Context: an optimization exercise on an open-source flow, tuned for small area and a short achievable clock period. The choices shown serve that exercise and are no tape-out recipe. At most, simulation tests tie the RTL to the original design; equivalence was not proved. The RTL of runs 2 to 7 was laid out without a check of its function. No activity file was given, so power comes from the tool's default toggle rates.

<file path="design.v">
`timescale 1ns/1ns
package cpuPkg;
  typedef logic [16-1:0] word_t;
  typedef logic [3:0] regIndex_t;
  typedef enum logic [3:0] {
    OP_NOP   = 4'd0,
    OP_ADD   = 4'd1,
    OP_SUB   = 4'd2,
    OP_AND   = 4'd3,
    OP_OR    = 4'd4,
    OP_XOR   = 4'd5,
    OP_MOVI  = 4'd6,
    OP_ADDI  = 4'd7,
    OP_CMPEQ = 4'd8,
    OP_CMPGT = 4'd9,
    OP_LOAD  = 4'd10,
    OP_BT    = 4'd11,
    OP_BF    = 4'd12,
    OP_JR    = 4'd13
  } opcode_t;
  typedef enum logic [2:0] {
    ALU_PASS, ALU_ADD, ALU_SUB, ALU_AND, ALU_OR, ALU_XOR, ALU_CMPEQ, ALU_CMPGT
  } aluOp_t;
  typedef enum logic [1:0] {MEM_NONE, MEM_LOAD} memOp_t;
  typedef enum logic [2:0] {JUMP_NONE, JUMP_REL, JUMP_REG} jumpOp_t;
  typedef enum logic [1:0] {BYP_FILE, BYP_EX, BYP_ME, BYP_IMM} bypassSel_t;
endpackage
`timescale 1ns/1ns
module adder16 (
  input  logic [15:0] a,
  input  logic [15:0] b,
  input  logic        cin,
  output logic [15:0] sum,
  output logic        c15
);
  logic [15:0] g, p, gp;
  always_comb begin
    g = a & b;
    p = a ^ b;
    g[0] = g[0] | (p[0] & cin);
    gp = p;
    for (int l = 0; l < 4; l++) begin
      for (int i = 15; i >= 0; i--) begin
        if (((i >> l) & 1) == 1) begin
          g[i]  = g[i] | (gp[i] & g[((i >> l) << l) - 1]);
          gp[i] = gp[i] & gp[((i >> l) << l) - 1];
        end
      end
    end
  end
  assign sum = p ^ {g[14:0], cin};
  assign c15 = g[14];
endmodule
module addS8 (
  input  logic [15:0] a,
  input  logic [7:0]  b,
  output logic [15:0] y
);
  logic [7:0] g, p, gp, hi, inc, dec;
  logic       allOnes, allZeros, carry;
  always_comb begin
    g = a[7:0] & b;
    p = a[7:0] ^ b;
    gp = p;
    for (int l = 0; l < 3; l++) begin
      for (int i = 7; i >= 0; i--) begin
        if (((i >> l) & 1) == 1) begin
          g[i]  = g[i] | (gp[i] & g[((i >> l) << l) - 1]);
          gp[i] = gp[i] & gp[((i >> l) << l) - 1];
        end
      end
    end
    carry = g[7];
    hi = a[15:8];
    allOnes  = 1'b1;
    allZeros = 1'b1;
    for (int i = 0; i < 8; i++) begin
      inc[i]   = hi[i] ^ allOnes;
      dec[i]   = hi[i] ^ allZeros;
      allOnes  = allOnes & hi[i];
      allZeros = allZeros & !hi[i];
    end
    y[7:0] = p ^ {g[6:0], 1'b0};
    if (carry && !b[7])      y[15:8] = inc;
    else if (!carry && b[7]) y[15:8] = dec;
    else                     y[15:8] = hi;
  end
endmodule
`timescale 1ns/1ns
module cpu (
  input  logic          clk,
  input  logic          reset,
  output logic [15:0]   bAddr,
  input  logic [15:0]   bMemRead,
  output logic [15:0]   aAddr,
  input  logic [15:0]   aMemRead,
  output logic [15:0]   ifPc,
  output logic [15:0]   ifIr,
  output logic [15:0]   exCalResult,
  output logic [1:0]    exMemControl,
  output logic [3:0]    meRegisterT,
  output logic          meWriteEnable,
  output logic [15:0]   meCalResult,
  output logic          tFlag,
  output logic [175:0]  registerValue
);
  logic [15:0] pc;
  logic [15:0] idIr;
  logic        inDelaySlot;
  logic [3:0]  exRegisterT;
  logic        exWriteEnable;
  logic        exLoad;
  logic [15:0] regs [11];
  logic [15:0] opS, opM;
  logic        sFromEx, sFromMe, mFromEx, mFromMe;
  logic [3:0] op;
  assign op = idIr[15:12];
  logic isAdd, isSub, isAnd, isOr, isXor, isMovi, isAddi, isCmpEq, isCmpGt, isLoad;
  logic isBt, isBf, isJr;
  assign isAdd   = op == 4'd1;
  assign isSub   = op == 4'd2;
  assign isAnd   = op == 4'd3;
  assign isOr    = op == 4'd4;
  assign isXor   = op == 4'd5;
  assign isMovi  = op == 4'd6;
  assign isAddi  = op == 4'd7;
  assign isCmpEq = op == 4'd8;
  assign isCmpGt = op == 4'd9;
  assign isLoad  = op == 4'd10;
  assign isBt    = op == 4'd11;
  assign isBf    = op == 4'd12;
  assign isJr    = op == 4'd13;
  logic decWriteEnable;
  assign decWriteEnable = (op >= 4'd1 && op <= 4'd7) || isLoad;
  logic [15:0] rs, rm;
  assign rs = sFromEx ? exCalResult : (sFromMe ? meCalResult : opS);
  assign rm = mFromEx ? exCalResult : (mFromMe ? meCalResult : opM);
  logic        invert, carryIn;
  logic [15:0] bOp, p, g, sum;
  logic        c15;
  assign bOp    = rm ^ {16{invert}};
  assign p      = rs ^ bOp;
  assign g      = rs & bOp;
  adder16 aluAdder (.a(rs), .b(bOp), .cin(carryIn), .sum(sum), .c15(c15));
  logic gt, eq;
  assign gt = (!rs[15] && rm[15]) || ((!rs[15] || rm[15]) && c15);
  assign eq = p == 16'd0;
  logic [15:0] result;
  always_comb begin
    if (isAdd || isAddi || isSub) result = sum;
    else if (isAnd)               result = g;
    else if (isOr)                result = p | g;
    else if (isXor)               result = p;
    else                          result = rm;
  end
  logic tNext;
  assign tNext = isCmpGt ? gt : eq;
  logic [7:0] immA;
  always_comb begin
    if (isMovi)      immA = idIr[7:0];
    else if (isAddi) immA = {{4{idIr[3]}}, idIr[3:0]};
    else if (isLoad) immA = {4'b0, idIr[3:0]};
    else             immA = 8'd0;
  end
  logic [15:0] addrNext;
  addS8 addrAdder (.a(rs), .b(immA), .y(addrNext));
  logic jumpRel, jumpReg;
  assign jumpRel = !inDelaySlot && ((isBt && tFlag) || (isBf && !tFlag));
  assign jumpReg = !inDelaySlot && isJr;
  logic [15:0] pcAdd;
  addS8 pcAdder (.a(pc), .b(jumpRel ? idIr[7:0] : 8'd1), .y(pcAdd));
  logic [15:0] nxtIr;
  assign nxtIr = reset ? 16'd0 : bMemRead;
  logic [3:0] nS, nM;
  logic       nImm;
  assign nS   = bMemRead[7:4];
  assign nM   = bMemRead[3:0];
  assign nImm = nxtIr[15:13] == 3'b011;   
  logic [15:0] readS, readM, immM;
  logic sMeHit, mMeHit;
  assign sMeHit = meWriteEnable && meRegisterT == nS;
  assign mMeHit = meWriteEnable && meRegisterT == nM;
  always_comb begin
    readS = sMeHit && nS < 4'd11 ? meCalResult : 16'd0;
    readM = mMeHit && nM < 4'd11 ? meCalResult : 16'd0;
    for (int i = 0; i < 11; i++) begin
      readS = readS | ({16{nS == 4'(i) && !sMeHit}} & regs[i]);
      readM = readM | ({16{nM == 4'(i) && !mMeHit}} & regs[i]);
    end
  end
  assign immM = nxtIr[12] ? {{12{nxtIr[3]}}, nxtIr[3:0]} : {{8{nxtIr[7]}}, nxtIr[7:0]};
  always_ff @(posedge clk) begin
    if (reset) begin
      pc            <= 16'd0;
      exWriteEnable <= 1'b0;
      meWriteEnable <= 1'b0;
      tFlag         <= 1'b0;
      meCalResult   <= 16'd0;
    end else begin
      pc            <= jumpReg ? rs : pcAdd;
      exWriteEnable <= decWriteEnable;
      meWriteEnable <= exWriteEnable;
      if (isCmpEq || isCmpGt) tFlag <= tNext;
      meCalResult   <= exLoad ? aMemRead : exCalResult;
    end
    idIr        <= nxtIr;
    invert      <= nxtIr[15:12] == 4'd2 || nxtIr[15:12] == 4'd9;
    carryIn     <= nxtIr[15:12] == 4'd2;
    inDelaySlot <= jumpRel || jumpReg;
    exLoad      <= isLoad;
    opS         <= readS;
    opM         <= nImm ? immM : readM;
    sFromEx     <= nS < 4'd11 && decWriteEnable && idIr[11:8] == nS;
    sFromMe     <= nS < 4'd11 && exWriteEnable && exRegisterT == nS;
    mFromEx     <= !nImm && nM < 4'd11 && decWriteEnable && idIr[11:8] == nM;
    mFromMe     <= !nImm && nM < 4'd11 && exWriteEnable && exRegisterT == nM;
    exCalResult <= result;
    exRegisterT <= idIr[11:8];
    aAddr       <= addrNext;
    meRegisterT <= exRegisterT;
  end
  logic [15:0] writeValue;
  assign writeValue = reset ? 16'd0 : meCalResult;
  always_ff @(posedge clk) begin
    for (int i = 0; i < 11; i++) begin
      if (reset || (meWriteEnable && meRegisterT == 4'(i))) regs[i] <= writeValue;
    end
  end
  always_comb begin
    for (int i = 0; i < 11; i++) registerValue[16*i +: 16] = regs[i];
  end
  assign bAddr        = pc;
  assign ifPc         = pc;
  assign ifIr         = bMemRead;
  assign exMemControl = {1'b0, exLoad};
endmodule
</file>
<file path="flow/run.sh">
#!/bin/bash
# The standard layout, with these changes:
#  - synthesis: flow/my_synth.tcl (abc scripts flow/map.abc for the adder
#    modules, flow/top.abc for the rest; no full/half adder cells);
#  - ports are buffered with the smallest buffer instead of a delay cell;
#  - clock tree synthesis without dummy loads.
# Everything else (floorplan, tap cells, power grid, placement, CTS,
# routing) is the standard flow's own flow, run through standard.sh.
set -euo pipefail
here=$(pwd)
bash standard.sh ADDER_MAP_FILE= SYNTH_SCRIPT="$here/flow/my_synth.tcl" \
  "BUFFER_PORTS_ARGS=-buffer_cell sky130_fd_sc_hd__buf_1" \
  "CTS_ARGS=-sink_clustering_enable -repair_clock_nets -dont_use_dummy_load -buf_list sky130_fd_sc_hd__clkbuf_8" \
  finish > "$here/standard_flow.log" 2>&1
</file>
<file path="flow/map.abc">
strash
map
topo
stime -c
buffer -c
upsize -c
dnsize -c
</file>
<file path="flow/my_synth.tcl">
# The standard synthesis script (synth_recipe.tcl) with two changes:
#  - abc maps the adder modules with flow/map.abc (plain mapping of the
#    prefix trees as written) and the rest with flow/top.abc (area-leaning),
#    instead of ORFS's speed script;
#  - the adder modules keep their own hierarchy while abc maps, so abc sees
#    each adder alone; they are flattened at the end, as synth_recipe.tcl does.
# Flip-flops are mapped before abc and all live in the top module, so the
# registers, their names and cells are those of the standard synthesis.
set ::my_dir [file dirname [file normalize [info script]]]
set ::my_keep_done 0
proc abc {args} {
  set i [lsearch -exact $args -script]
  if { $i < 0 } { yosys abc {*}$args; return }
  set j [expr {$i + 1}]
  yosys abc {*}[lreplace $args $j $j $::my_dir/map.abc] adder16 addS8
  yosys abc {*}[lreplace $args $j $j $::my_dir/top.abc] cpu
}
proc synth {args} {
  if { !$::my_keep_done } {
    set ::my_keep_done 1
    yosys setattr -mod -set keep_hierarchy 1 adder16 addS8
  }
  yosys synth -nofsm -noshare {*}$args
}
source $::env(SCRIPTS_DIR)/synth.tcl
# left out here: clear keep_hierarchy, flatten, clean up, hide names made inside functions, write 1_2_yosys.v
</file>
<file path="flow/top.abc">
strash
&get -n
&fraig -x
&put
scorr
dc2
strash
&get -n
&dch -f
&nf
&put
</file>
<file path="standard.sh">
#!/bin/bash
# synth_recipe.tcl (not shown) runs the flow's synth.tcl, then flattens the netlist and writes it again
# the make line also repeats each setting of config.mk as NAME=value (left out here)
make -C /OpenROAD-flow-scripts/flow DESIGN_CONFIG=/design/flow/config.mk WORK_HOME=/design/flow/orfs CLKGATE_MAP_FILE= SYNTH_SCRIPT=/design/flow/synth_recipe.tcl "${@:-finish}"
</file>
<file path="config.mk">
export PLATFORM = sky130hd
export DESIGN_NAME = cpu
export DESIGN_NICKNAME = cpu
export VERILOG_FILES = /design/flow/design.v
export SDC_FILE = /design/flow/constraint.sdc
export NUM_CORES = 4
export LEC_CHECK = 0
export CAP_MARGIN = 20
export CORE_MARGIN = 2
export CORE_UTILIZATION = 40
export SETUP_SLACK_MARGIN = 3.0
export SLEW_MARGIN = 20
</file>
<file path="constraint.sdc">
create_clock -name core_clock -period 6.0 [get_ports {clk}]
set_input_delay 1.2000 -clock core_clock [delete_from_list [all_inputs] [get_ports {clk}]]
set_output_delay 1.2000 -clock core_clock [all_outputs]
set_load 0.01 [all_outputs]
</file>
==> results of run 1 <==
## flip-flops by register name, summed over array words and instances (netlist names), 4 cells and up
| name | count |
|---|---|
| opS | 16 |
| meRegisterT | 4 |
| exRegisterT | 4 |
| meCalResult | 16 |
| idIr | 16 |
| aAddr | 16 |
| pc | 16 |
| regs | 176 |
| exCalResult | 16 |
| opM | 16 |
## layout make-up
| type | count | area [sq um] |
|---|---|---|
| clock buffer | 53 | 729 |
| fill | 3649 | 19200 |
| inverter | 59 | 224 |
| multi-input combinational | 1123 | 7820 |
| sequential | 307 | 7930 |
| tap | 518 | 648 |
| timing repair buffer | 400 | 2010 |
## synthesized netlist by cell type, types with 4 or more instances
| master | n | area share, % |
|---|---|---|
| a21boi_1 | 4 | 0.19 |
| a21o_1 | 5 | 0.24 |
| a21oi_1 | 56 | 1.8 |
| a221oi_1 | 5 | 0.28 |
| a222oi_1 | 88 | 5.6 |
| a22o_1 | 5 | 0.28 |
| a22oi_1 | 37 | 1.8 |
| a31oi_1 | 32 | 1.3 |
| and2_0 | 17 | 0.68 |
| and3_1 | 17 | 0.68 |
| buf_2 | 4 | 0.13 |
| buf_4 | 36 | 1.7 |
| clkbuf_1 | 4 | 0.096 |
| clkinv_1 | 8 | 0.19 |
| dfxtp_1 | 131 | 17 |
| edfxtp_1 | 176 | 34 |
| inv_1 | 44 | 1.1 |
| inv_2 | 7 | 0.17 |
| maj3_1 | 4 | 0.26 |
| mux2i_1 | 48 | 3.1 |
| nand2_1 | 202 | 4.9 |
| nand2_2 | 7 | 0.28 |
| nand2b_1 | 14 | 0.56 |
| nand3_1 | 47 | 1.5 |
| nand4_1 | 11 | 0.44 |
| nor2_1 | 144 | 3.5 |
| nor2_2 | 5 | 0.20 |
| nor2b_1 | 31 | 1.2 |
| nor3_1 | 37 | 1.2 |
| nor4_1 | 11 | 0.44 |
| o2111a_1 | 14 | 1.0 |
| o211ai_1 | 4 | 0.19 |
| o21ai_0 | 50 | 1.6 |
| o21bai_1 | 12 | 0.58 |
| o22ai_1 | 19 | 0.76 |
| o31ai_1 | 17 | 0.82 |
| xnor2_1 | 58 | 3.3 |
| xor2_1 | 43 | 2.4 |
## modules after synthesis (local to each module, per instance)
| module | times used | cell area (sq um) | cells | flip-flops and latches |
|---|---|---|---|---|
| adder16 | 1 | 906 | 144 | 0 |
| cpu | 1 | 13100 | 1128 | 307 |
| addS8 | 2 | 791 | 130 | 0 |
## what timing repair did
| action | in CTS | in global routing |
|---|---|---|
| buffers inserted | 32 | 23 |
| resized for setup | 50 | 70 |
| setup endpoints to repair | 68 | 51 |
| pin swaps | 15 | 22 |
| cloned | 1 | 2 |
| endpoints found under the hold margin | 0 | 0 |
## kinds of logic after synthesis
logic type,after synthesis,share of synthesized area (%)
and+or+nand+nor,566,16.7
xor gates and xnor gates,105,6.16
other,1,0.0240
muxes,51,3.29
buffers and inverters,105,3.52
adders and majority gates,7,0.473
DFF,307,50.6
AOI/OAI and AO/OA,390,19.2
## stage by stage
stage | cells | area, sq um
after floorplan | 1532 | 15800
after global placement | 2345 | 17600
after detailed placement | 2349 | 17600
after CTS | 2435 | 18800
after global routing | 2460 | 19400
final | 2460 | 19400
## where the power goes
part	internal [mW]	switching (mW)
sequential	2.46	0.271
clock	0.773	0.800
combinational	0.423	0.720
## worst max-delay path, delay by kind of cell
kind                   cells  cell delay (ps)
buffers and inverters      3              500
## worst paths after layout
check / startpoint / cells past startpoint / endpoint
min: exRegisterT[3] / 0 / meRegisterT[3]
max reg2reg: mFromMe / 16 / tFlag
min reg2reg: exRegisterT[3] / 0 / meRegisterT[3]
max: bMemRead[1] / 3 / ifIr[1]
## routing by layer
layer / share of wire [%] / routed length (um) / GRT usage [%]
met5: 0.013 / 8 / 0
met4: 4.8 / 2970 / 12.7
met3: 11 / 6730 / 7.52
met2: 46 / 28300 / 46.3
met1: 39 / 24100 / 38.0
==> results.yml, run 1 <==
status:
  status: "timing/DRC/antenna clean"
cts:
  clock_latency_ps: 650
  clockBufferDepth: 3
  clkTransAtPathRegs_ps: 60
  cts_hold_buf: 0
  clock_sinks: 307
  htreeDepth: 2
  cts_tree: "yes"
  cts_buffers: 53
  root_buffer: "clkbuf_8"
cells_and_area:
  nNetsFinal: 1978
  area_growth_pct: 24.0
  utilization_pct: 50.2
  mostFrequentLayoutCell: "buf_1"
  num_antenna_cells: 0
  layout-drive-gt1-share_pct: 15.2
  mostFrequentLayoutCells: "buf_1 (304), nand2_1 (200), edfxtp_1 (176)"
timing:
  worst_pin_slew_ps: 1120
  hold_violations: 0
  setup_tns_ps: 0
  fin_hold_ws_ps: 386
  min_period_ps: 2910
  max_freq_ghz: 0.344
  rsz0062_at_grt: "no"
  relSlewSlack_pct: 25.5
  slew_viol_final: 0
  finClkSkew_ps: 82.1
  period_share_pct: 48.4
  setup_viol: 0
  timing.final.ws_setup_ps: 3090
floorplan:
  core-area_sq_um: 38600
  die_w_um: 202
  ioPinCount: 314
  placementRows: 72
  die_y_um: 202
  start_util_pct: 40.5
  fp.dieArea_sq_um: 40600
worst_setup_path:
  slowest_stage: "buf_12"
  worstPathRequired_ps: 4800
  endpoint_kind: "output port"
  worstPathArrival_ps: 1710
  crit_path_start_kind: "primary input"
  path_class: "primary input to output port"
  worst_path_most_repeated_cell: "buf_1"
  crit_fanout: 15
  max_stage_delay_ps: 190
  regToRegSetupSlack_ps: 3160
  path_cells: "buf_1, buf_12, buf_1"
pwr:
  irDropWorstVdd_v: 0.000219
  power_mw: 5.44
  p_leak_nw: 7.05
  power_density_nw_per_um2: 281
synth:
  ys.flop_type: "edfxtp_1"
  ys_seq_area_share_pct: 50.6
  ys_ff_latch: 307
  syn_avg_cell_area_sq_um: 10.2
  synth_cell_types: 76
  netlist_area_sq_um: 15600
  synth-async-reset-ratio_pct: 0
  synthCells: 1532
  synth_edf_count: 176
  yosysWarnings: 4
  synth_nets: 1566
global_route:
  antenna_found_initial: 1
  grt_pass1_vias: 14111
  grt_max_degree: 33
  grt_pass1_wl_um: 89800
  grtUsageTotal_pct: 29.3
  overflow: 0
routing:
  wl_per_cell_um: 25.2
  drt_iter0_markers: 2060
  vias: 14933
  viasPerCell: 6.07
  routed_wl_um: 62000
  drt_first_pass_iters: 10
  drcViolationCount: 0
  ant_nets: 0
placement:
  gp_congestion: 0.954
  place_ws_ps: 1580
  io_buffers: 312
  hpwl_um: 41700
worst_hold_path:
  hold_class: "register to register"
run:
  cap_violations: 0
==> run 2, diff against run 1 <==
--- a/design.v
+++ b/design.v
@@ -31,12 +31,16 @@
   input  logic [15:0] b,
   input  logic        cin,
   output logic [15:0] sum,
-  output logic        c15
+  output logic        c15,
+  output logic [15:0] andAB,
+  output logic [15:0] xorAB
 );
   logic [15:0] g, p, gp;
-  always_comb begin
-    g = a & b;
-    p = a ^ b;
+  assign andAB = a & b;
+  assign xorAB = a ^ b;
+  always_comb begin
+    g = andAB;
+    p = xorAB;
     g[0] = g[0] | (p[0] & cin);
     gp = p;
     for (int l = 0; l < 4; l++) begin
@@ -139,20 +143,17 @@
   logic [15:0] bOp, p, g, sum;
   logic        c15;
   assign bOp    = rm ^ {16{invert}};
-  assign p      = rs ^ bOp;
-  assign g      = rs & bOp;
-  adder16 aluAdder (.a(rs), .b(bOp), .cin(carryIn), .sum(sum), .c15(c15));
+  adder16 aluAdder (.a(rs), .b(bOp), .cin(carryIn), .sum(sum), .c15(c15), .andAB(g), .xorAB(p));
   logic gt, eq;
   assign gt = (!rs[15] && rm[15]) || ((!rs[15] || rm[15]) && c15);
   assign eq = p == 16'd0;
   logic [15:0] result;
-  always_comb begin
-    if (isAdd || isAddi || isSub) result = sum;
-    else if (isAnd)               result = g;
-    else if (isOr)                result = p | g;
-    else if (isXor)               result = p;
-    else                          result = rm;
-  end
+  logic selSum, selG, selP, selRm;
+  assign selSum = isAdd || isAddi || isSub;
+  assign selG   = isAnd || isOr;
+  assign selP   = isXor || isOr;
+  assign selRm  = !(selSum || selG || selP);
+  assign result = ({16{selSum}} & sum) | ({16{selG}} & g) | ({16{selP}} & p) | ({16{selRm}} & rm);
   logic tNext;
   assign tNext = isCmpGt ? gt : eq;
   logic [7:0] immA;
@@ -170,7 +171,7 @@
   logic [15:0] pcAdd;
   addS8 pcAdder (.a(pc), .b(jumpRel ? idIr[7:0] : 8'd1), .y(pcAdd));
   logic [15:0] nxtIr;
-  assign nxtIr = reset ? 16'd0 : bMemRead;
+  assign nxtIr = {reset ? 8'd0 : bMemRead[15:8], bMemRead[7:0]};
   logic [3:0] nS, nM;
   logic       nImm;
   assign nS   = bMemRead[7:4];
==> run 2 against run 1 <==
Fmax is 2.6% lower. Non-clock buffer count grew 7. Wire length fell by 3.8%. Critical path type is now primary input to register. Via count fell by 3.9%. Cell count down 6.2%. Register-to-register slack worse by 80 ps. Power is 0.62% lower. Synthesized cell count is 6.9% lower. Combinational power hardly changed. Final area down 3.4%.
==> results.yml, run 2 <==
worst_setup_path:
  worstPathArrival_ps: 3440
  path_class: "primary input to register"
  crit_path_start_kind: "primary input"
  crit_fanout: 16
  worstPathRequired_ps: 6460
  path_cells: "buf_4, clkinv_1, a221o_1, nor3_4, buf_12, or3_4, nor2_1, buf_6, a222oi_1, and3_1, nand3_1"
  endpoint_kind: "register"
  slowest_stage: "a222oi_1"
  max_stage_delay_ps: 410
global_route:
  overflow: 0
  grtUsageTotal_pct: 29.1
  antenna_found_initial: 0
  grt_max_degree: 43
  grt_pass1_wl_um: 85100
  grt_pass1_vias: 13426
synth:
  yosysMostFrequentCell: "edfxtp_1"
  ys_seq_area_share_pct: 52.6
  synth_cell_types: 70
  synth_largest_area_cell: "edfxtp_1"
  syn_avg_cell_area_sq_um: 10.5
  yosysTopAreaCellShare_pct: 35.2
  yosysWarnings: 4
  synth-async-reset-ratio_pct: 0
  synthCells: 1427
  synth.area.top_cells: "edfxtp_1 (35%), dfxtp_1 (17%), a222oi_1 (6.3%)"
  synth_edf_count: 176
  ys_ff_latch: 307
  synth_nets: 1461
  ys.flop_type: "edfxtp_1"
  netlist_area_sq_um: 15000
  synth_common_cells: "edfxtp_1 (176), nand2_1 (139), nor2_1 (134)"
cells_and_area:
  mostFrequentLayoutCell: "buf_1"
  area_growth_pct: 24.4
  num_antenna_cells: 0
  utilization_pct: 50.8
  layout-drive-gt1-share_pct: 16.5
  largest_reg_flops: 176
  fill_cells: 3385
  final_area_sq_um: 18700
  regArea_sq_um: 7930
  nNetsFinal: 1875
  multi_input_area_sq_um: 7130
  largest_register: "regs"
  mostFrequentLayoutCells: "buf_1 (305), edfxtp_1 (176), nand2_1 (131)"
  stdcell_count: 2307
cts:
  clockBufferDepth: 3
  htreeDepth: 2
  clock_sinks: 307
  root_buffer: "clkbuf_8"
  cts_buffers: 53
  clkTransAtPathRegs_ps: 60
  cts_tree: "yes"
  clock_latency_ps: 600
pwr:
  power_density_nw_per_um2: 289
  comb_power_share_pct: 20.8
  power_switching_mw: 1.76
  power.share.sequential_pct: 50.4
  sw_frac_of_total_pct: 32.5
  p_leak_nw: 6.76
  power_mw: 5.41
  intPower_mw: 3.65
  irDropWorstVdd_v: 0.000209
  clockPowerShare_pct: 28.7
timing:
  slew_viol_final: 0
  worst_pin_slew_ps: 1060
  min_period_ps: 2980
  max_freq_ghz: 0.335
  fin_hold_ws_ps: 395
  setup_viol: 0
  finClkSkew_ps: 52.8
  hold_violations: 0
  relSlewSlack_pct: 29.6
  timing.final.ws_setup_ps: 3020
  rsz0062_at_grt: "yes"
  setup_tns_ps: 0
  period_share_pct: 49.7
worst_hold_path:
  hold_class: "register to register"
routing:
  viasPerCell: 6.22
  wl_per_cell_um: 25.9
  routed_wl_um: 59700
  vias: 14354
  ant_nets: 0
  drt_first_pass_iters: 13
  drt_iter0_markers: 2090
  drcViolationCount: 0
placement:
  hpwl_um: 40100
  io_buffers: 312
  gp_congestion: 0.946
  place_inst: 2192
  place_ws_ps: 1550
  placed_area_sq_um: 16900
floorplan:
  core-area_sq_um: 36800
  die_w_um: 198
  ioPinCount: 314
  die_y_um: 198
  fp.dieArea_sq_um: 39100
  placementRows: 70
  start_util_pct: 40.9
run:
  cap_violations: 0
status:
  status: "timing/DRC/antenna clean"
## run 2: changes by cell type after synthesis, sizes merged, moves of 4 or more
cell,change
a222oi,+7
a22oi,+19
inv,+4
nand2,-64
a21boi,-4
a21oi,-7
nor2,-12
xnor2,-18
o31ai,-17
a31oi,-15
and2,+5
## run 2: area by class of cell
cell class | instances | area share, %
Timing Repair Buffer | 407 | 11.1
Sequential cell | 307 | 42.4
Clock buffer | 53 | 3.90
Multi-Input combinational cell | 1008 | 38.1
Tap cell | 468 | 3.13
Inverter | 64 | 1.28
## run 2: power by group through the flow
stage               sequential [mW]  combinational (mW)  clock (mW)
floorplan                      2.72               0.560           0
global placement               2.76               0.969           0
global route                   2.74                1.22        1.67
finish                         2.73                1.13        1.55
detailed placement             2.75               0.979           0
CTS                            2.71                1.06        1.58
## run 2: per-module statistics from Yosys, one instance, submodules excluded
module / cells inside / copies in the design / flops+latches / cell area [sq um]
cpu: 1014 / 1 / 307 / 12600
adder16: 153 / 1 / 0 / 887
addS8: 130 / 2 / 0 / 791
## run 2: routing by layer
metal	vias to the layer above	GRT usage [%]	wire [um]
met3	211	7.09	6810
met5	-	0	0
met1	6858	37.8	23200
met2	1033	46.5	27300
li1	6252	-	-
met4	0	12.2	2450
## run 2: logic make-up (layout without fill, tap and decap cells)
family | after synthesis | count (layout) | synth area share [%]
compound gates | 371 | 371 | 19.0
xor+xnor | 88 | 88 | 5.46
fa+ha+maj | 7 | 7 | 0.483
buf+inv | 113 | 524 | 3.89
flops | 307 | 307 | 52.6
mux | 48 | 48 | 3.20
other cells | 1 | 1 | 0.0250
simple gates | 492 | 493 | 15.3
## run 2: path summary, 6_finish.rpt
kind	cells past startpoint	start	to	slack [ps]
worst max-delay path	11	bMemRead[6]	opS[4]	3020
worst min-delay path	0	idIr[9]	exRegisterT[1]	390
worst max register to register	12	sFromMe	exCalResult[13]	3080
worst min register to register	0	idIr[9]	exRegisterT[1]	390
## run 2: critical path: cells and delay by family
kind / cells / cell delay (ps)
buffers and inverters: 4 / 620
AO/OA/AOI/OAI: 2 / 810
AND/OR/NAND/NOR: 5 / 780
## run 2: repair_timing
item,CTS,global route
gates cloned,0,1
setup endpoints to repair,66,53
pin swaps,22,38
gates resized for setup,89,72
hold buffers,0,0
setup buffers,42,19
==> run 3, diff against run 2 <==
--- a/config.mk
+++ b/config.mk
@@ -8,5 +8,5 @@
 export CAP_MARGIN = 20
 export CORE_MARGIN = 2
 export CORE_UTILIZATION = 40
-export SETUP_SLACK_MARGIN = 3.0
+export SETUP_SLACK_MARGIN = 3.15
 export SLEW_MARGIN = 20
==> run 3 against run 2 <==
Clock-buffer cell count did not move. Synthesized area did not move. Sequential share of layout area fell by 0.80 points. Worst setup slack improved by 76 ps. Register-to-register slack barely moved. Synthesized cell count did not move. Critical path depth rose by 5. First-iteration DRC count rose by 14%. Hold slack got worse by 13 ps. Sequential cell count did not move.
==> results.yml, run 3 <==
status:
  status: "timing/DRC/antenna clean"
synth:
  synth_edf_count: 176
  synth_cell_types: 70
  synth.area.top_cells: "edfxtp_1 (35%), dfxtp_1 (17%), a222oi_1 (6.3%)"
  yosysTopAreaCellShare_pct: 35.2
  netlist_area_sq_um: 15000
  syn_avg_cell_area_sq_um: 10.5
  ys_seq_area_share_pct: 52.6
  yosysMostFrequentCell: "edfxtp_1"
  yosysWarnings: 4
  ys.flop_type: "edfxtp_1"
  synth_common_cells: "edfxtp_1 (176), nand2_1 (139), nor2_1 (134)"
  ys_ff_latch: 307
  synth_nets: 1461
  synthCells: 1427
  synth-async-reset-ratio_pct: 0
  synth_largest_area_cell: "edfxtp_1"
routing:
  drt_first_pass_iters: 11
  vias: 14526
  drt_iter0_markers: 2375
  routed_wl_um: 62000
  drcViolationCount: 0
  viasPerCell: 6.26
  ant_nets: 0
  wl_per_cell_um: 26.7
worst_setup_path:
  max_stage_delay_ps: 410
  endpoint_kind: "register"
  critPathBufInv: 3
  regToRegSetupSlack_ps: 3090
  worstPathArrival_ps: 3390
  crit_fanout: 8
  path_class: "register to register"
  worst_path_most_repeated_cell: "a21oi_2"
  slowest_stage: "dfxtp_4"
  cp_top_family: "compound AO/OA/AOI/OAI gates"
  crit_path_start_kind: "register"
  worstPathRequired_ps: 6480
  path_cells: "buf_12, mux2i_4, nor2_2, a21oi_2, xnor2_2, xor2_2, nand2_2, nor3_4, buf_4, a21oi_2, o21ai_2, clkinv_2, maj3_2, a211oi_2, o21ai_1, a21oi_1"
timing:
  period_share_pct: 48.5
  rsz0062_at_grt: "yes"
  slew_viol_final: 0
  setup_tns_ps: 0
  setup_viol: 0
  relSlewSlack_pct: 26.1
  finClkSkew_ps: 81.9
  max_freq_ghz: 0.344
  timing.final.ws_setup_ps: 3090
  min_period_ps: 2910
  worst_pin_slew_ps: 1110
  hold_violations: 0
cells_and_area:
  largest_reg_flops: 176
  largest_register: "regs"
  stdcell_count: 2322
  fill_cells: 3313
  nNetsFinal: 1890
  final_area_sq_um: 19100
  regArea_sq_um: 7940
  multi_input_area_sq_um: 7350
  utilization_pct: 51.9
  mostFrequentLayoutCells: "buf_1 (297), edfxtp_1 (176), nand2_1 (132)"
  area_growth_pct: 27.0
  mostFrequentLayoutCell: "buf_1"
  layout-drive-gt1-share_pct: 19.5
  num_antenna_cells: 0
cts:
  root_buffer: "clkbuf_8"
  clock_latency_ps: 620
  clockBufferDepth: 3
  clkTransAtPathRegs_ps: 60
  cts_tree: "yes"
  cts_hold_buf: 0
  cts_buffers: 53
  htreeDepth: 2
  clock_sinks: 307
floorplan:
  ioPinCount: 314
  core-area_sq_um: 36800
  start_util_pct: 40.9
  fp.dieArea_sq_um: 39100
  placementRows: 70
  die_w_um: 198
  die_y_um: 198
placement:
  gp_congestion: 0.914
  hpwl_um: 40100
  place_ws_ps: 1390
  place_inst: 2187
  placed_area_sq_um: 16900
  io_buffers: 312
pwr:
  p_leak_nw: 6.94
  clockPowerShare_pct: 28.4
  comb_power_share_pct: 21.7
  sw_frac_of_total_pct: 32.7
  power_density_nw_per_um2: 287
  irDropWorstVdd_v: 0.000159
  intPower_mw: 3.68
  power.share.sequential_pct: 49.9
  power_switching_mw: 1.79
global_route:
  grt_pass1_vias: 13777
  overflow: 0
  antenna_found_initial: 0
  grt_pass1_wl_um: 87400
  grt_max_degree: 33
  grtUsageTotal_pct: 30.3
worst_hold_path:
  hold_class: "register to register"
run:
  cap_violations: 0
[run 3: cell types whose count changed in the layout (fill, tap and decap cells not counted), moves of 5 or more]
cell / change
dfxtp_1: -6
o21ai_0: -6
nor2_4: +5
buf_6: +7
a21oi_1: -5
dfxtp_2: +5
buf_1: -8
[run 3: cells by family (layout without fill, tap and decap cells)]
group | Yosys count | in the layout | synth area share, %
buffers and inverters | 113 | 534 | 3.89
DFF | 307 | 307 | 52.6
and+or+nand+nor | 492 | 498 | 15.3
other | 1 | 1 | 0.0250
AOI/OAI and AO/OA | 371 | 371 | 19.0
muxes | 48 | 48 | 3.20
adders and majority gates | 7 | 7 | 0.483
xor gates and xnor gates | 88 | 88 | 5.46
[run 3: per-stage QoR]
stage / hold WS, ps / total power [mW]
floorplan: 375 / 3.28
global placement: 387 / 3.73
detailed placement: 392 / 3.74
CTS: 396 / 5.39
global route: 407 / 5.68
finish: 382 / 5.47
[run 3: Yosys stat by module (local to each module, per instance)]
module | cells | flops+latches
cpu | 1014 | 307
addS8 | 130 | 0
adder16 | 153 | 0
[run 3: worst paths after layout]
path / start / end / cells after the start
max: mFromMe / tFlag / 16
min: idIr[10] / exRegisterT[2] / 0
max reg2reg: mFromMe / tFlag / 16
min reg2reg: idIr[10] / exRegisterT[2] / 0
[run 3: layout make-up]
| type | instances | area share, % |
|---|---|---|
| Sequential cell | 307 | 41.6 |
| Tap cell | 468 | 3.07 |
| Clock buffer | 53 | 3.82 |
| Inverter | 64 | 1.29 |
| Timing Repair Buffer | 417 | 11.7 |
| Multi-Input combinational cell | 1013 | 38.5 |
[run 3: power groups by stage]
stage | clock network (mW) | registers, mW | logic, mW
after global placement | 0 | 2.76 | 0.974
after CTS | 1.58 | 2.72 | 1.09
after global routing | 1.67 | 2.74 | 1.27
after detailed placement | 0 | 2.75 | 0.984
after floorplan | 0 | 2.72 | 0.567
final | 1.56 | 2.73 | 1.19
[run 3: metal layers]
layer / vias to the layer above / routed length [um] / part of all wire, % / global-route usage, %
li1: 6302 / - / - / -
met1: 6976 / 24300 / 39 / 40.0
met2: 1053 / 27900 / 45 / 47.3
met3: 195 / 7360 / 12 / 7.68
met4: 0 / 2450 / 3.9 / 12.8
met5: - / 0 / 0 / 0
[run 3: worst register-to-register path, stage by stage, from the launching register on]
cell	delay, ps
dfxtp_4	410
buf_12	160
mux2i_4	260
nor2_2	60
a21oi_2	170
xnor2_2	160
xor2_2	250
nand2_2	130
nor3_4	170
buf_4	150
a21oi_2	60
o21ai_2	70
clkinv_2	70
maj3_2	330
a211oi_2	180
o21ai_1	80
a21oi_1	130
[run 3: what timing repair did]
| item | CTS | global route |
|---|---|---|
| setup buffers | 42 | 34 |
| gates resized for setup | 130 | 97 |
| cloned | 3 | 3 |
| pin swaps | 42 | 63 |
| endpoints found under the setup margin | 73 | 62 |
==> run 4, diff against run 3 <==
==> flow/map.abc (replaced) <==
strash
map -a
--- a/config.mk
+++ b/config.mk
@@ -8,5 +8,5 @@
 export CAP_MARGIN = 20
 export CORE_MARGIN = 2
 export CORE_UTILIZATION = 40
-export SETUP_SLACK_MARGIN = 3.15
+export SETUP_SLACK_MARGIN = 3.0
 export SLEW_MARGIN = 20
==> run 4 against run 3 <==
First-iteration DRC count is 13% lower. Via count is 5.6% lower. Clock skew down 22 ps. Global-route usage decreased by 1.2 points. Sequential cell count stayed put. Synthesized area shrank 3.6%. Die area fell by 3.5%. Still clean on timing, DRC and antenna. Final area down 5.0%. Highest routed layer unchanged. Sequential share of layout area up 2.2 points. Power fell by 2.6%. Cell count down 2.8%.
==> results.yml, run 4 <==
cells_and_area:
  area_growth_pct: 25.2
  nNetsFinal: 1832
  largest_reg_flops: 176
  mostFrequentLayoutCells: "buf_1 (304), edfxtp_1 (176), nor2_1 (150)"
  mostFrequentLayoutCell: "buf_1"
  utilization_pct: 50.8
  largest_register: "regs"
  layout-drive-gt1-share_pct: 17.3
  final_area_sq_um: 18100
  num_antenna_cells: 0
  fill_cells: 3323
timing:
  finClkSkew_ps: 59.9
  slew_viol_final: 0
  min_period_ps: 3130
  setup_tns_ps: 0
  max_freq_ghz: 0.320
  relSlewSlack_pct: 25.0
  period_share_pct: 52.1
  rsz0062_at_grt: "yes"
  hold_violations: 0
  worst_pin_slew_ps: 1130
  setup_viol: 0
worst_setup_path:
  path_cells: "mux2i_1, nor2_1, a21oi_2, xnor2_2, nand2_1, clkinv_2, nor2_4, nand2_2, nand2_2, a21oi_4, nor2_2, a211oi_2, or3_4, nand2_4, clkinv_1, nor3_2, nor3_1, xor2_1, a222oi_1, o21ai_1"
  worstPathRequired_ps: 6440
  crit_fanout: 6
  crit_path_start_kind: "register"
  worstSetupStartpoint: "mFromMe"
  max_stage_delay_ps: 400
  r2r_start: "mFromMe"
  slowest_stage: "dfxtp_4"
  worst_path_most_repeated_cell: "nand2_2"
  endpoint_kind: "register"
  path_class: "register to register"
  worstPathArrival_ps: 3570
synth:
  ys_ff_latch: 307
  synthCells: 1380
  synthAdderAreaFrac_pct: 0.0691
  synth-simple-area-share_pct: 15.9
  synth_largest_area_cell: "edfxtp_1"
  synth_nets: 1414
  synth_common_cells: "edfxtp_1 (176), nor2_1 (176), dfxtp_1 (131)"
  syn_avg_cell_area_sq_um: 10.5
  synth_compound_area_share_pct: 16.7
  synth_mux_area_share_pct: 3.32
  netlist_area_sq_um: 14500
  synth_xor_area_share_pct: 5.74
  synth_edf_count: 176
  ys_seq_area_share_pct: 54.6
  yosysTopAreaCellShare_pct: 36.5
  yosysWarnings: 4
  synth_cell_types: 46
  ys.flop_type: "edfxtp_1"
  synth.area.top_cells: "edfxtp_1 (36%), dfxtp_1 (18%), a222oi_1 (6.6%)"
  synth_top_family_by_area: "compound AO/OA/AOI/OAI gates"
  synth-async-reset-ratio_pct: 0
floorplan:
  placementRows: 69
  ioPinCount: 314
  die_w_um: 194
  start_util_pct: 40.6
  fp.dieArea_sq_um: 37800
  die_y_um: 194
  core-area_sq_um: 35700
routing:
  drcViolationCount: 0
  routed_wl_um: 57100
  drt_first_pass_iters: 28
  drt_iter0_markers: 2066
  viasPerCell: 6.07
  vias: 13706
  wl_per_cell_um: 25.3
  ant_nets: 0
pwr:
  clockPowerShare_pct: 28.3
  p_leak_nw: 6.35
  power.share.sequential_pct: 51.6
  irDropWorstVdd_v: 0.000232
  sw_frac_of_total_pct: 32.2
  power_density_nw_per_um2: 294
  comb_power_share_pct: 20.1
  power_switching_mw: 1.71
  intPower_mw: 3.61
status:
  status: "timing/DRC/antenna clean"
cts:
  clkTransAtPathRegs_ps: 50
  clockBufferDepth: 3
  cts_buffers: 51
  clock_sinks: 307
  clock_latency_ps: 630
  cts_tree: "yes"
  htreeDepth: 2
  root_buffer: "clkbuf_8"
global_route:
  grt_max_degree: 38
  grt_busiest_layer: "met2"
  overflow: 0
  grt_pass1_wl_um: 82700
  antenna_found_initial: 2
  grtUsageMet3_pct: 6.66
  grt_use_met2_pct: 46.5
  grtUsageTotal_pct: 29.1
  met1_usage_pct: 37.4
  grt_pass1_vias: 13265
placement:
  placed_area_sq_um: 16400
  io_buffers: 312
  gp_congestion: 0.921
  hpwl_um: 38000
worst_hold_path:
  hold_class: "register to register"
  worstHoldStart: "idIr[9]"
run:
  cap_violations: 0
run 4: cell count changes after synthesis, moves of 8 or more:
cell	delta
and2_2	+20
and2_1	-8
o21ai_0	+23
nand3_1	-12
nor2_1	+42
nand2_1	-30
o2111a_1	-14
clkinv_1	+61
a31oi_1	-16
o22ai_1	-18
inv_1	-51
run 4: timing repair:
action	CTS	global route
resized for setup	113	62
endpoints found under the setup margin	69	51
cloned	1	1
pin swaps	33	29
hold buffers	0	0
hold endpoints to repair	0	0
setup buffers	42	21
run 4: per-layer routing:
metal / vias to the layer above / share of wire (%)
li1: 6005 / -
met1: 6516 / 39
met2: 982 / 46
met3: 203 / 11
met4: 0 / 4.7
met5: - / 0
run 4: power by group through the flow:
stage                     Sequential (mW)  Clock [mW]  Combinational (mW)
after floorplan                      2.72           0               0.530
after global placement               2.77           0               0.909
after detailed placement             2.77           0               0.921
after CTS                            2.73        1.54                1.02
after global routing                 2.76        1.62                1.16
final                                2.75        1.51                1.07
run 4: layout make-up:
type / count / area (sq um) / area share, %
sequential: 307 / 7950 / 43.8
multi-input combinational: 967 / 6670 / 36.8
timing repair buffer: 400 / 1950 / 10.8
clock buffer: 51 / 702 / 3.87
tap: 461 / 577 / 3.18
inverter: 70 / 278 / 1.53
timing repair inverter: 1 / 5.00 / 0.0276
run 4: worst max-delay path: cells and delay by family (launching register included):
family                    cells  cell delay, ps
AOI/OAI and AO/OA             5             730
xor gates and xnor gates      2             240
buffers and inverters         2             190
DFF                           1             400
muxes                         1             190
and+or+nand+nor              10            1230
run 4: cell families (layout without fill, tap and decap cells):
| family | count (synthesis) | in the layout |
|---|---|---|
| and+or+nand+nor | 490 | 491 |
| AOI/OAI and AO/OA | 331 | 331 |
| DFF | 307 | 307 |
| buffers and inverters | 107 | 522 |
| xor gates and xnor gates | 95 | 95 |
| muxes | 48 | 48 |
| adders and majority gates | 1 | 1 |
| other | 1 | 1 |
run 4: through the flow:
stage	setup slack, ps	std cells	hold slack, ps	power [mW]
2_1_floorplan	2830	1380	375	3.25
3_3_place_gp	1740	2141	389	3.68
3_5_place_dp	1670	2141	385	3.69
4_1_cts	2930	2235	395	5.29
5_1_grt	2730	2257	409	5.53
6_report	2870	2257	399	5.33
run 4: worst paths after layout:
check,end,slack (ps),cells after the start
hold reg to reg,exRegisterT[1],400,0
hold / removal,exRegisterT[1],400,0
setup / recovery,exCalResult[11],2870,20
setup reg to reg,exCalResult[11],2870,20
run 4: per-module statistics from Yosys (local to each module, per instance):
module | copies in the design | cell area, sq um
adder16 | 1 | 652
addS8 | 2 | 637
cpu | 1 | 12600
==> run 5, diff against run 4 <==
--- a/flow/run.sh
+++ b/flow/run.sh
@@ -10,5 +10,5 @@
 here=$(pwd)
 bash standard.sh ADDER_MAP_FILE= SYNTH_SCRIPT="$here/flow/my_synth.tcl" \
   "BUFFER_PORTS_ARGS=-buffer_cell sky130_fd_sc_hd__buf_1" \
-  "CTS_ARGS=-sink_clustering_enable -repair_clock_nets -dont_use_dummy_load -buf_list sky130_fd_sc_hd__clkbuf_8" \
+  "CTS_ARGS=-sink_clustering_enable -repair_clock_nets -dont_use_dummy_load -sink_clustering_size 20 -buf_list sky130_fd_sc_hd__clkbuf_4" \
   finish > "$here/standard_flow.log" 2>&1
==> flow/map.abc (replaced) <==
strash
map
topo
stime -c
buffer -c
upsize -c
dnsize -c
==> run 5 against run 4 <==
Hold slack worse by 3.4 ps. Critical path type is now primary input to register. Still clean. Clock power down 7%. Largest cell class unchanged. Non-clock buffer count unchanged. Highest routed layer unchanged. Power down 1.5%. Fmax up 4.1%.
==> results.yml, run 5 <==
cts:
  clock_sinks: 307
  clockBufferDepth: 3
  root_buffer: "clkbuf_4"
  cts_tree: "yes"
  cts_buffers: 81
  htreeDepth: 3
  clock_latency_ps: 810
  clkTransAtPathRegs_ps: 60
synth:
  ys.flop_type: "edfxtp_1"
  synth_largest_area_cell: "edfxtp_1"
  ys_seq_area_share_pct: 52.6
  synth.area.top_cells: "edfxtp_1 (35%), dfxtp_1 (17%), a222oi_1 (6.3%)"
  yosysTopAreaCellShare_pct: 35.2
  synth_edf_count: 176
  yosysWarnings: 4
  synthCells: 1427
  synth_nets: 1461
  ys_ff_latch: 307
  synth-async-reset-ratio_pct: 0
  synth_cell_types: 70
  netlist_area_sq_um: 15000
  syn_avg_cell_area_sq_um: 10.5
  yosysMostFrequentCell: "edfxtp_1"
  synth_common_cells: "edfxtp_1 (176), nand2_1 (139), nor2_1 (134)"
floorplan:
  die_y_um: 198
  fp.dieArea_sq_um: 39100
  start_util_pct: 40.9
  core-area_sq_um: 36800
  die_w_um: 198
  ioPinCount: 314
  placementRows: 70
timing:
  fin_hold_ws_ps: 395
  slew_viol_final: 0
  max_freq_ghz: 0.333
  relSlewSlack_pct: 25.4
  setup_tns_ps: 0
  setup_viol: 0
  rsz0062_at_grt: "yes"
  timing.final.ws_setup_ps: 3000
  worst_pin_slew_ps: 1120
  finClkSkew_ps: 89.1
  period_share_pct: 50.1
  hold_violations: 0
  min_period_ps: 3000
run:
  cap_violations: 0
worst_setup_path:
  worstPathArrival_ps: 3550
  cp_top_family: "compound AO/OA/AOI/OAI gates"
  crit_fanout: 16
  endpoint_kind: "register"
  max_stage_delay_ps: 500
  slowest_stage: "a222oi_1"
  worstPathRequired_ps: 6550
  path_cells: "buf_2, clkinv_1, a221o_1, nor3_4, or3_4, nor2_1, buf_4, a222oi_1, nand3_1"
  critPathBufInv: 3
  path_class: "primary input to register"
  crit_path_start_kind: "primary input"
global_route:
  grt_pass1_vias: 13584
  grtUsageTotal_pct: 29.5
  grt_max_degree: 43
  antenna_found_initial: 2
  grt_pass1_wl_um: 85700
  overflow: 0
routing:
  vias: 14431
  drcViolationCount: 0
  drt_iter0_markers: 1816
  ant_nets: 0
  drt_first_pass_iters: 13
  wl_per_cell_um: 25.7
  viasPerCell: 6.19
  routed_wl_um: 59900
pwr:
  sw_frac_of_total_pct: 33.6
  comb_power_share_pct: 21.5
  irDropWorstVdd_v: 0.000166
  clockPowerShare_pct: 26.6
  power_mw: 5.25
  power_switching_mw: 1.76
  power.share.sequential_pct: 51.9
  intPower_mw: 3.49
  p_leak_nw: 6.68
  power_density_nw_per_um2: 285
cells_and_area:
  largest_reg_flops: 176
  largest_register: "regs"
  mostFrequentLayoutCell: "buf_1"
  mostFrequentLayoutCells: "buf_1 (305), edfxtp_1 (176), nand2_1 (134)"
  stdcell_count: 2332
  layout-drive-gt1-share_pct: 16.7
  utilization_pct: 50.1
  nNetsFinal: 1896
  final_area_sq_um: 18400
  area_growth_pct: 22.7
placement:
  io_buffers: 312
  place_inst: 2192
  hpwl_um: 40100
  gp_congestion: 0.946
  place_ws_ps: 1550
  placed_area_sq_um: 16900
status:
  status: "timing/DRC/antenna clean"
worst_hold_path:
  hold_class: "register to register"
-- run 5: per-layer routing --
metal  part of all wire [%]  GRT usage [%]  vias up
met4                    4.0           12.1        0
met2                     46           47.1     1030
li1                       -              -     6340
met5                      0              0        -
met3                     12           8.69      213
met1                     38           37.4     6848
-- run 5: area by class of cell --
cell class	count	area (sq um)
multi-input combinational	1008	7110
sequential	307	7930
fill	3417	18400
inverter	64	240
antenna	4	10.0
tap	468	586
clock buffer	81	608
timing repair buffer	400	1950
-- run 5: logic make-up after synthesis --
| family | share of synthesized area (%) |
|---|---|
| other | 0.0250 |
| adder cells (fa/ha/maj) | 0.483 |
| buffers and inverters | 3.89 |
| AO/OA/AOI/OAI | 19.0 |
| XOR/XNOR | 5.46 |
| multiplexers | 3.20 |
| AND/OR/NAND/NOR | 15.3 |
| flip-flops | 52.6 |
-- run 5: per-module statistics from Yosys (local to each module, per instance) --
module,flip-flops and latches,copies in the design,area (sq um)
addS8,0,2,791
cpu,307,1,12600
adder16,0,1,887
-- run 5: path summary, 6_finish.rpt --
path	start	to	cells after the start	slack (ps)
worst max-delay path	bMemRead[6]	opS[0]	9	3000
worst min-delay path	idIr[9]	exRegisterT[1]	0	400
worst max register to register	mFromMe	exCalResult[11]	17	3020
worst min register to register	idIr[9]	exRegisterT[1]	0	400
-- run 5: power groups by stage --
stage          logic [mW]  registers [mW]  clock network (mW)
6_report             1.13            2.72                1.40
5_1_grt              1.22            2.74                1.53
4_1_cts              1.05            2.71                1.42
3_5_place_dp        0.979            2.75                   0
3_3_place_gp        0.969            2.76                   0
2_1_floorplan       0.560            2.72                   0
-- run 5: what timing repair did --
action	in CTS	in global routing
resized for setup	78	60
gates cloned	1	0
hold buffers	0	0
pin swaps	19	22
setup buffers	38	16
endpoints found under the setup margin	67	45
==> run 6, diff against run 5 <==
--- a/config.mk
+++ b/config.mk
@@ -8,5 +8,5 @@
 export CAP_MARGIN = 20
 export CORE_MARGIN = 2
 export CORE_UTILIZATION = 40
-export SETUP_SLACK_MARGIN = 3.0
+export SETUP_SLACK_MARGIN = 2.7
 export SLEW_MARGIN = 20
==> run 6 against run 5 <==
Global-route usage grew 0.11 points. Cell count shrank 1.2%. Sequential power is essentially flat. Worst setup slack lost 220 ps. Wire length shrank 0.35%. Still clean on timing, DRC and antenna. Die area is the same. Power shrank 0.88%. Synthesized area is the same. Register-to-register slack lost 250 ps. Highest routed layer unchanged.
==> results.yml, run 6 <==
floorplan:
  die_w_um: 198
  ioPinCount: 314
  die_y_um: 198
  core-area_sq_um: 36800
  fp.dieArea_sq_um: 39100
  start_util_pct: 40.9
  placementRows: 70
synth:
  yosysMostFrequentCell: "edfxtp_1"
  netlist_area_sq_um: 15000
  synth_largest_area_cell: "edfxtp_1"
  ys_ff_latch: 307
  synth-async-reset-ratio_pct: 0
  ys.flop_type: "edfxtp_1"
  synth.area.top_cells: "edfxtp_1 (35%), dfxtp_1 (17%), a222oi_1 (6.3%)"
  synth_nets: 1461
  syn_avg_cell_area_sq_um: 10.5
  yosysWarnings: 4
  synth_cell_types: 70
  synth_edf_count: 176
  synthCells: 1427
  synth_common_cells: "edfxtp_1 (176), nand2_1 (139), nor2_1 (134)"
  ys_seq_area_share_pct: 52.6
  yosysTopAreaCellShare_pct: 35.2
placement:
  hpwl_um: 39900
  gp_congestion: 0.906
  io_buffers: 312
worst_setup_path:
  crit_fanout: 9
  r2r_end: "tFlag"
  path_class: "register to register"
  regToRegSetupSlack_ps: 2770
  endpoint_kind: "register"
  worstPathArrival_ps: 3850
  r2r_cells: 15
  crit_path_start_kind: "register"
  r2r_start: "mFromMe"
  worstPathRequired_ps: 6630
cts:
  clkTransAtPathRegs_ps: 60
  cts_tree: "yes"
  clockBufferDepth: 3
  cts_buffers: 82
  htreeDepth: 3
  root_buffer: "clkbuf_4"
  clock_sinks: 307
  clock_latency_ps: 780
timing:
  hold_violations: 0
  relSlewSlack_pct: 18.8
  setup_viol: 0
  period_share_pct: 53.8
  slew_viol_final: 0
  worst_pin_slew_ps: 1220
  rsz0062_at_grt: "yes"
  min_period_ps: 3230
  max_freq_ghz: 0.310
  setup_tns_ps: 0
  finClkSkew_ps: 98.4
global_route:
  grt_pass1_wl_um: 85900
  grt_pass1_vias: 13670
  grtUsageTotal_pct: 29.6
  grt_max_degree: 43
  overflow: 0
  antenna_found_initial: 1
worst_hold_path:
  hold_depth: 0
  holdPathEnd: "exRegisterT[2]"
  worstHoldStart: "idIr[10]"
  hold_class: "register to register"
cells_and_area:
  layout-drive-gt1-share_pct: 13.5
  nNetsFinal: 1871
  mostFrequentLayoutCell: "buf_1"
  largest_register: "regs"
  mostFrequentLayoutCells: "buf_1 (306), edfxtp_1 (176), nand2_1 (138)"
  area_growth_pct: 19.4
  largest_reg_flops: 176
routing:
  drt_iter0_markers: 2115
  drcViolationCount: 0
  viasPerCell: 6.17
  wl_per_cell_um: 25.9
  ant_nets: 0
  routed_wl_um: 59700
  vias: 14214
  drt_first_pass_iters: 13
pwr:
  power_density_nw_per_um2: 290
  irDropWorstVdd_v: 0.000182
  power_mw: 5.20
  p_leak_nw: 6.44
status:
  status: "timing/DRC/antenna clean"
run:
  cap_violations: 0
-- run 6: cell counts after synthesis --
No cell type changed its count.
-- run 6: worst max path at each step --
stage / startpoint / cells past startpoint / endpoint
after floorplan: mFromMe / 15 / tFlag
after global placement: bMemRead[1] / 10 / opM[3]
after detailed placement: bMemRead[4] / 10 / opS[13]
after CTS: mFromMe / 14 / tFlag
after global routing: mFromMe / 16 / tFlag
final: mFromMe / 15 / tFlag
-- run 6: logic make-up after synthesis --
kind of cell	count (synthesis)	share of synthesized area [%]
adder cells (fa/ha/maj)	7	0.483
XOR/XNOR	88	5.46
other	1	0.0250
AND/OR/NAND/NOR	492	15.3
buffers and inverters	113	3.89
flip-flops	307	52.6
AO/OA/AOI/OAI	371	19.0
multiplexers	48	3.20
-- run 6: area by class of cell --
cell class | count | area [sq um]
fill | 3466 | 18800
inverter | 64 | 240
clock buffer | 82 | 616
antenna | 1 | 2.50
sequential | 307 | 7920
timing repair buffer | 375 | 1710
tap | 468 | 586
multi-input combinational | 1007 | 6880
-- run 6: per-stage QoR --
stage	setup WS (ps)	instance area [sq um]	cells	hold WS [ps]	util [%]
detailed placement	1720	16900	2192	387	45.8
CTS	2620	17600	2279	393	47.9
floorplan	2700	15100	1427	375	-
finish	2770	17900	2304	393	48.8
global placement	1550	16900	2192	391	45.8
global route	2550	17900	2304	396	48.8
-- run 6: report_power, final --
group	total [mW]	internal (mW)	leakage (nW)	switching [mW]
sequential	2.71	2.46	2.90	0.250
combinational	1.08	0.379	3.16	0.697
clock	1.41	0.619	0.377	0.793
total	5.20	3.46	6.44	1.74
-- run 6: repair_timing --
| action | in CTS | in global routing |
|---|---|---|
| hold buffers | 0 | 0 |
| buffers inserted | 5 | 24 |
| setup endpoints to repair | 50 | 41 |
| resized for setup | 36 | 40 |
| pin swaps | 2 | 10 |
-- run 6: per-layer routing --
layer / track usage, % / vias to the layer above / part of all wire, %
met5: 0 / - / 0
met3: 8.70 / 214 / 12
met2: 46.3 / 989 / 45
met4: 13.0 / 0 / 4.1
met1: 38.0 / 6721 / 39
li1: - / 6290 / -
-- run 6: per-module statistics from Yosys, one instance, submodules excluded --
module	area [sq um]	times used	flip-flops and latches
adder16	887	1	0
cpu	12600	1	307
addS8	791	2	0
-- run 6: critical path, stage by stage (launching register included) --
cell and delay [ps]:
dfxtp_4 410, clkbuf_8 200, mux2i_1 200, nor2_1 100, a21oi_2 170, xnor2_1 190
xor2_2 340, nand2_1 110, o21ai_2 230, a21oi_4 100, o21ai_1 160, clkinv_1 80
maj3_1 350, a211oi_1 220, o21ai_0 110, a21oi_1 140
==> run 7, diff against run 6 <==
--- a/flow/run.sh
+++ b/flow/run.sh
@@ -10,5 +10,5 @@
 here=$(pwd)
 bash standard.sh ADDER_MAP_FILE= SYNTH_SCRIPT="$here/flow/my_synth.tcl" \
   "BUFFER_PORTS_ARGS=-buffer_cell sky130_fd_sc_hd__buf_1" \
-  "CTS_ARGS=-sink_clustering_enable -repair_clock_nets -dont_use_dummy_load -sink_clustering_size 20 -buf_list sky130_fd_sc_hd__clkbuf_4" \
+  "CTS_ARGS=-sink_clustering_enable -repair_clock_nets -dont_use_dummy_load -sink_clustering_size 16 -buf_list sky130_fd_sc_hd__clkbuf_8" \
   finish > "$here/standard_flow.log" 2>&1
--- a/config.mk
+++ b/config.mk
@@ -8,5 +8,5 @@
 export CAP_MARGIN = 20
 export CORE_MARGIN = 2
 export CORE_UTILIZATION = 40
-export SETUP_SLACK_MARGIN = 2.7
+export SETUP_SLACK_MARGIN = 3.0
 export SLEW_MARGIN = 20
==> run 7 against run 6 <==
Still clean. Register-to-register slack improved by 300 ps. Synthesized area unchanged. Via count increased by 0.27%. Die area unchanged. First-iteration DRC count increased by 0.90%. Wire length increased by 0.20%. Clock-buffer cell count decreased by 29. Final area increased by 4.1%. Cell count about the same. Critical endpoint is now opS[4]. Highest routed layer unchanged.
==> results.yml, run 7 <==
status:
  status: "timing/DRC/antenna clean"
synth:
  synth_edf_count: 176
  ys.flop_type: "edfxtp_1"
  yosysMostFrequentCell: "edfxtp_1"
  syn_avg_cell_area_sq_um: 10.5
  yosysTopAreaCellShare_pct: 35.2
  synth.area.top_cells: "edfxtp_1 (35%), dfxtp_1 (17%), a222oi_1 (6.3%)"
  synth_largest_area_cell: "edfxtp_1"
  netlist_area_sq_um: 15000
  yosysWarnings: 4
  ys_ff_latch: 307
  synth_cell_types: 70
  ys_seq_area_share_pct: 52.6
  synth_nets: 1461
  synthCells: 1427
  synth_common_cells: "edfxtp_1 (176), nand2_1 (139), nor2_1 (134)"
  synth-async-reset-ratio_pct: 0
worst_setup_path:
  worstPathRequired_ps: 6460
  endpoint_kind: "register"
  path_class: "primary input to register"
  regToRegSetupSlack_ps: 3070
  worstPathArrival_ps: 3470
  r2r_end: "tFlag"
  crit_fanout: 16
  crit_path_start_kind: "primary input"
  r2r_start: "mFromMe"
  r2r_cells: 16
cts:
  cts_buffers: 53
  clock_latency_ps: 610
  clock_sinks: 307
  htreeDepth: 2
  cts_tree: "yes"
  cts_hold_buf: 0
  clockBufferDepth: 3
  clkTransAtPathRegs_ps: 60
  root_buffer: "clkbuf_8"
routing:
  wl_per_cell_um: 25.9
  drt_iter0_markers: 2134
  routed_wl_um: 59800
  drt_first_pass_iters: 15
  vias: 14253
  viasPerCell: 6.18
  drcViolationCount: 0
  ant_nets: 0
floorplan:
  die_w_um: 198
  core-area_sq_um: 36800
  fp.dieArea_sq_um: 39100
  start_util_pct: 40.9
  ioPinCount: 314
  die_y_um: 198
  placementRows: 70
cells_and_area:
  layout-drive-gt1-share_pct: 16.3
  num_antenna_cells: 0
  fill_cells: 3399
  largest_register: "regs"
  final_area_sq_um: 18700
  mostFrequentLayoutCells: "buf_1 (305), edfxtp_1 (176), nand2_1 (131)"
  regArea_sq_um: 7930
  utilization_pct: 50.8
  largest_reg_flops: 176
  area_growth_pct: 24.3
  stdcell_count: 2306
  mostFrequentLayoutCell: "buf_1"
  multi_input_area_sq_um: 7120
  nNetsFinal: 1874
placement:
  io_buffers: 312
  placed_area_sq_um: 16900
  place_inst: 2192
  gp_congestion: 0.946
  hpwl_um: 40100
global_route:
  grt_pass1_wl_um: 85400
  grt_pass1_vias: 13404
  grt_max_degree: 43
  grtUsageTotal_pct: 29.2
  overflow: 0
  antenna_found_initial: 0
pwr:
  irDropWorstVdd_v: 0.000207
  p_leak_nw: 6.75
  power_mw: 5.42
  power_density_nw_per_um2: 290
worst_hold_path:
  hold_class: "register to register"
  worstHoldStart: "exRegisterT[2]"
  holdPathEnd: "meRegisterT[2]"
  hold_depth: 0
timing:
  setup_viol: 0
  min_period_ps: 3010
  setup_tns_ps: 0
  max_freq_ghz: 0.332
  hold_violations: 0
  period_share_pct: 50.2
  relSlewSlack_pct: 26.0
  finClkSkew_ps: 63.5
  slew_viol_final: 0
  rsz0062_at_grt: "yes"
  worst_pin_slew_ps: 1110
run:
  cap_violations: 0
[run 7: routing by layer]
layer	routed length (um)	track usage [%]	up-vias
li1	-	-	6258
met1	23200	38.0	6771
met2	27400	46.7	1007
met3	6730	6.98	217
met4	2470	12.0	0
met5	0	0	-
[run 7: report_power, final]
part | total (mW) | internal [mW] | leakage [nW] | switching [mW]
Clock | 1.56 | 0.773 | 0.381 | 0.784
Combinational | 1.13 | 0.414 | 3.47 | 0.713
Sequential | 2.73 | 2.46 | 2.91 | 0.266
[run 7: how the worst max path moves through the flow]
stage / startpoint / end / slack, ps / depth (start not counted)
final: bMemRead[6] / opS[4] / 2990 / 11
after global routing: mFromMe / tFlag / 2890 / 16
after CTS: bMemRead[5] / ifIr[5] / 3010 / 3
after detailed placement: bMemRead[1] / opM[1] / 1550 / 8
after global placement: bMemRead[1] / opM[5] / 1700 / 8
after floorplan: bMemRead[3] / opM[5] / 2880 / 7
[run 7: per-stage QoR]
step / worst slack (ps) / hold WS (ps)
after floorplan: 2880 / 375
after global placement: 1700 / 394
after detailed placement: 1550 / 388
after CTS: 3010 / 392
after global routing: 2890 / 397
final: 2990 / 377
[run 7: cell families after synthesis]
group	share of synthesized area, %
fa+ha+maj	0.483
buf+inv	3.89
compound gates	19.0
flops	52.6
simple gates	15.3
xor+xnor	5.46
mux	3.20
other cells	0.0250
[run 7: what timing repair did]
item | in CTS | in global routing
resized for setup | 90 | 68
setup endpoints to repair | 66 | 52
setup buffers | 42 | 18
cloned | 1 | 0
pin swaps | 23 | 34
[run 7: area by class of cell]
cell class / count / share of cell area [%]
well taps: 468 / 3.13
inverters: 64 / 1.29
clock buffers: 53 / 3.91
multi-input cells: 1008 / 38.1
repair buffers: 406 / 11.1
flip-flops and latches: 307 / 42.5
[run 7: modules after synthesis, one instance, submodules excluded]
module / flip-flops and latches / times used / cells
cpu: 307 / 1 / 1014
adder16: 0 / 1 / 153
addS8: 0 / 2 / 130
[run 7: critical path, cell delays in order]
cell and delay, ps:
buf_4 190, clkinv_1 100, a221o_1 400, nor3_4 230, buf_12 140, or3_4 170
nor2_1 50, buf_4 240, a222oi_1 430, and3_1 210, nand3_1 100

separate check: timing with driven ports:
Ports are ideal in the flow. The routed layouts listed here were re-timed in OpenROAD.
Step 1: set_driving_cell puts a clkbuf_16 on clk and a buf_2 on each other input, an assumption about the parent block.
Step 2 times the ports against the registers' clock, not the clock port: input delays grow and output delays shrink by t, the midpoint of the rising clock arrivals with the driver on.
a / b / c = ideal ports / drivers / drivers and shift; a / b = the first two.
run | t, ns | setup slack, ns | worst setup path after step 2 | worst register clock-pin slew, ns
run 1 | 0.663 | 3.094 / 3.072 / 2.465 | input to register | 0.06 / 0.06
run 2 | 0.624 | 3.017 / 3.022 / 2.418 | input to register | 0.06 / 0.06
run 3 | 0.630 | 3.093 / 3.093 / 2.536 | input to register | 0.07 / 0.07
run 4 | 0.655 | 2.874 / 2.874 / 2.449 | input to register | 0.07 / 0.07
run 5 | 0.815 | 2.997 / 3.015 / 2.209 | input to register | 0.07 / 0.07
run 6 | 0.784 | 2.772 / 2.772 / 2.032 | input to register | 0.08 / 0.08
run 7 | 0.629 | 2.988 / 3.012 / 2.383 | input to register | 0.06 / 0.06
After both steps every run listed still meets setup and hold. The setup slack of run 5, which loses most, moves by +0.018 ns with the drivers and by -0.788 ns with both steps.
